From an optimization exercise on the open Yosys and OpenROAD flow, aimed at small area and few clock cycles; shortcuts taken in it are not production practice.
The RTL was checked by simulation tests, not by an equivalence proof against the original design.

pepper:
==> flow/design.v <==
`timescale 1ns/1ps
module conv_top (
  input  logic        clk,
  input  logic        reset,
  input  logic        ready,
  output logic        busy,
  output logic [9:0]  iaddr,
  output logic        ioe,
  input  logic [7:0]  idata,
  output logic        l0_wen,
  output logic [9:0]  l0_addr,
  output logic [11:0] l0_data,
  output logic        l1_wen,
  output logic [7:0]  l1_addr,
  output logic [11:0] l1_data
);
  localparam int img_dim   = 32;
  localparam int pos_w     = $clog2(img_dim);
  localparam int pixel_w   = 8;
  localparam int sum_w     = 12;    
  localparam int feat_w    = 12;    
  localparam int relu_w    = 11;    
  localparam int band_h    = 4;
  localparam int col_len   = band_h + 2;
  localparam int n_bands   = img_dim / band_h;
  localparam int band_w    = $clog2(n_bands);
  localparam int q_w       = $clog2(col_len);
  localparam int k_w       = $clog2(band_h);
  localparam int buf_len   = 2 * col_len + 2;    
  logic [band_w-1:0] b;
  logic [pos_w-1:0]  c;
  logic [q_w-1:0]    q;
  logic              prime;      
  logic [pixel_w-1:0] sr [buf_len];
  logic q_last, c_last, done;
  assign q_last = (q == q_w'(col_len - 1));
  assign c_last = &c;
  assign done   = !prime && (b == band_w'(n_bands - 1)) && c_last && q_last;
  always_ff @(posedge clk or posedge reset) begin
    if (reset)
      busy <= 1'b0;
    else if (!busy)
      busy <= ready;
    else if (done)
      busy <= 1'b0;
  end
  always_ff @(posedge clk) begin
    if (!busy) begin
      b     <= band_w'(n_bands - 1);
      c     <= pos_w'(img_dim - 2);
      q     <= q_w'(band_h - 1);
      prime <= 1'b1;
    end else begin
      q <= q_last ? '0 : q + 1'b1;
      if (q_last) begin
        c <= c + 1'b1;
        if (c_last) begin
          b     <= b + 1'b1;
          prime <= 1'b0;
        end
      end
    end
  end
  logic [q_w-1:0]    rd_slot;    
  logic              rd_next;    
  logic [pos_w:0]    rd_col;
  logic [band_w-1:0] rd_band;
  logic [pos_w-1:0]  rd_row;
  always_comb begin
    if (q >= q_w'(band_h - 1)) begin
      rd_slot = q - q_w'(band_h - 1);
      rd_next = 1'b1;
    end else begin
      rd_slot = q + 3'd3;
      rd_next = 1'b0;
    end
  end
  assign rd_col  = {1'b0, c} + (rd_next ? 6'd2 : 6'd1);
  assign rd_band = b + band_w'(rd_col[pos_w]);
  assign rd_row  = {rd_band, {k_w{1'b0}}} + rd_slot - 1'b1;   
  assign ioe   = busy;
  assign iaddr = {rd_row[pos_w-1:0], rd_col[pos_w-1:0]};
  logic zero_q;
  always_ff @(posedge clk)
    zero_q <= (rd_band == '0 && rd_slot == '0) ||
              (rd_band == band_w'(n_bands - 1) && rd_slot == q_w'(col_len - 1));
  always_ff @(posedge clk) begin
    sr[0] <= zero_q ? '0 : idata;
    for (int i = 1; i < buf_len; i++)
      sr[i] <= sr[i-1];
  end
  logic [pixel_w-1:0] p_ul, p_ur, p_cc, p_cr, p_dl, p_dc, p_dr;
  assign p_dr = idata;
  assign p_cr = sr[0];
  assign p_ur = sr[1];
  assign p_dc = sr[col_len - 1];
  assign p_cc = sr[col_len];
  assign p_dl = sr[2 * col_len - 1];
  assign p_ul = sr[2 * col_len + 1];
  logic pad_l, pad_r;
  assign pad_l = (c == '0);
  assign pad_r = c_last;
  logic [pixel_w-1:0] m_ul, m_dl, m_ur, m_cr, m_dr, m_dc;
  assign m_ul = pad_l ? '0 : p_ul;
  assign m_dl = pad_l ? '0 : p_dl;
  assign m_ur = pad_r ? '0 : p_ur;
  assign m_cr = pad_r ? '0 : p_cr;
  assign m_dr = (pad_r || zero_q) ? '0 : p_dr;
  assign m_dc = p_dc;
  logic [relu_w-1:0] pos, neg;
  logic [relu_w:0]   diff;
  assign pos  = m_dl + p_cc + m_ur + {m_dc, 1'b0} + {m_cr, 1'b0};
  assign neg  = {m_ul, 1'b0} + {m_dr, 1'b0} + m_dr;
  assign diff = {1'b0, pos} - {1'b0, neg};
  logic [relu_w-1:0] feat;
  assign feat = diff[relu_w] ? '0 : diff[relu_w-1:0];
  logic valid;
  assign valid = busy && !prime && (q < q_w'(band_h));
  assign l0_wen  = valid;
  assign l0_addr = {b, q[k_w-1:0], c};
  assign l0_data = {1'b0, feat};
  logic [relu_w-1:0] acc [2];
  logic              sel, first, take;
  logic [relu_w-1:0] acc_cur;
  assign sel     = q[1] | (q[2] & q[0]);
  assign acc_cur = acc[sel];
  assign first   = !c[0] && !q[0];
  assign take    = first || (feat > acc_cur);
  always_ff @(posedge clk) begin
    if (valid && take)
      acc[sel] <= feat;
  end
  assign l1_wen  = busy && !prime && c[0] && q[2];
  assign l1_addr = {b, sel, c[pos_w-1:1]};
  assign l1_data = {1'b0, acc_cur};
endmodule
Settings: LEC_CHECK=0, CAP_MARGIN=20, CORE_MARGIN=2, CORE_UTILIZATION=40, CTS_BUF_LIST=sky130_fd_sc_hd__clkbuf_8, SLEW_MARGIN=20; clock period 10.0 ns.
standard.sh (not shown) runs the stock make flow with config.mk's settings and CLKGATE_MAP_FILE= SYNTH_SCRIPT=/design/flow/synth_recipe.tcl, a recipe that flattens the netlist after the stock synthesis.
==> flow/flow/run.sh <==
#!/bin/bash
# Standard synthesis, then its combinational logic re-mapped for area with
# the registers untouched, then the standard layout with the smallest
# buffer cell on the ports and a clock tree without dummy loads.
set -euo pipefail
R=orfs/results/sky130hd/conv_top/base
LIB=$FLOW_HOME/platforms/sky130hd/lib/sky130_fd_sc_hd__tt_025C_1v80.lib
bash standard.sh synth > 1_standard_synth.log 2>&1
mkdir -p reopt
cp $R/1_2_yosys.v reopt/std_netlist.v
python3 flow/split_lib.py $LIB reopt > 2_split_lib.log 2>&1
yosys -s flow/reopt.ys > 3_reopt_yosys.log 2>&1
cp reopt/netlist.v $R/1_2_yosys.v
rm -f $R/1_synth.odb
bash standard.sh "BUFFER_PORTS_ARGS=-buffer_cell sky130_fd_sc_hd__buf_1" \
  "CTS_ARGS=$(cat flow/cts_args.txt)" finish > 4_standard_layout.log 2>&1
==> flow/flow/cts_args.txt <==
-sink_clustering_enable -repair_clock_nets -dont_use_dummy_load -root_buf sky130_fd_sc_hd__clkbuf_16 -buf_list sky130_fd_sc_hd__clkbuf_4
Other scripts of this flow, unchanged in this note and not shown: flow/flow/abc_area.scr, flow/flow/reopt.ys, flow/flow/split_lib.py
Testbench counts of pepper, summed over its fixed seeds: cycles 49,472.
Relative to pepper, the following input files were edited for lagoon:
==> flow/flow/cts_args.txt <==
-sink_clustering_enable -repair_clock_nets -dont_use_dummy_load -buf_list sky130_fd_sc_hd__clkbuf_8
### Flow results
lagoon has completed all stages; timing, DRC and antenna checks passed. Actual slew at the worst max-slew pin in lagoon is 0.027 ns below pepper. [compare] base=pepper new=lagoon: worst slack after detailed placement was more or less identical, post-route cell area went up by about 1.4%. Going from pepper to lagoon, the met2 global-route usage was found to have gone up by 0.22 points.

-- separate check: timing with driven ports --
The flow's constraints put no driver on any port. The routed layouts listed below were extracted and timed again, unchanged, in two steps.
Step 1 assumes that a clkbuf_16 drives the clock port and a buf_2 every other input.
Step 2 times the ports against the registers' clock, not the clock port: input delays grow and output delays shrink by t, the midpoint of the rising clock arrivals with the driver on.
Three values: ideal, step 1, step 2; two values: the first two.
run	t, ns	setup slack, ns	worst hold slack (ns)	worst setup path at the end	pins driven straight from the clock port
pepper	0.400	0.942 / 0.899 / 0.615	0.299 / 0.299 / 0.299	input to register	1
lagoon	0.472	0.952 / 0.910 / 0.652	0.303 / 0.303 / 0.303	input to register	1
After both steps every run listed still meets setup and hold. The setup slack of pepper, which loses most, moves by -0.043 ns with the drivers and by -0.327 ns with both steps.
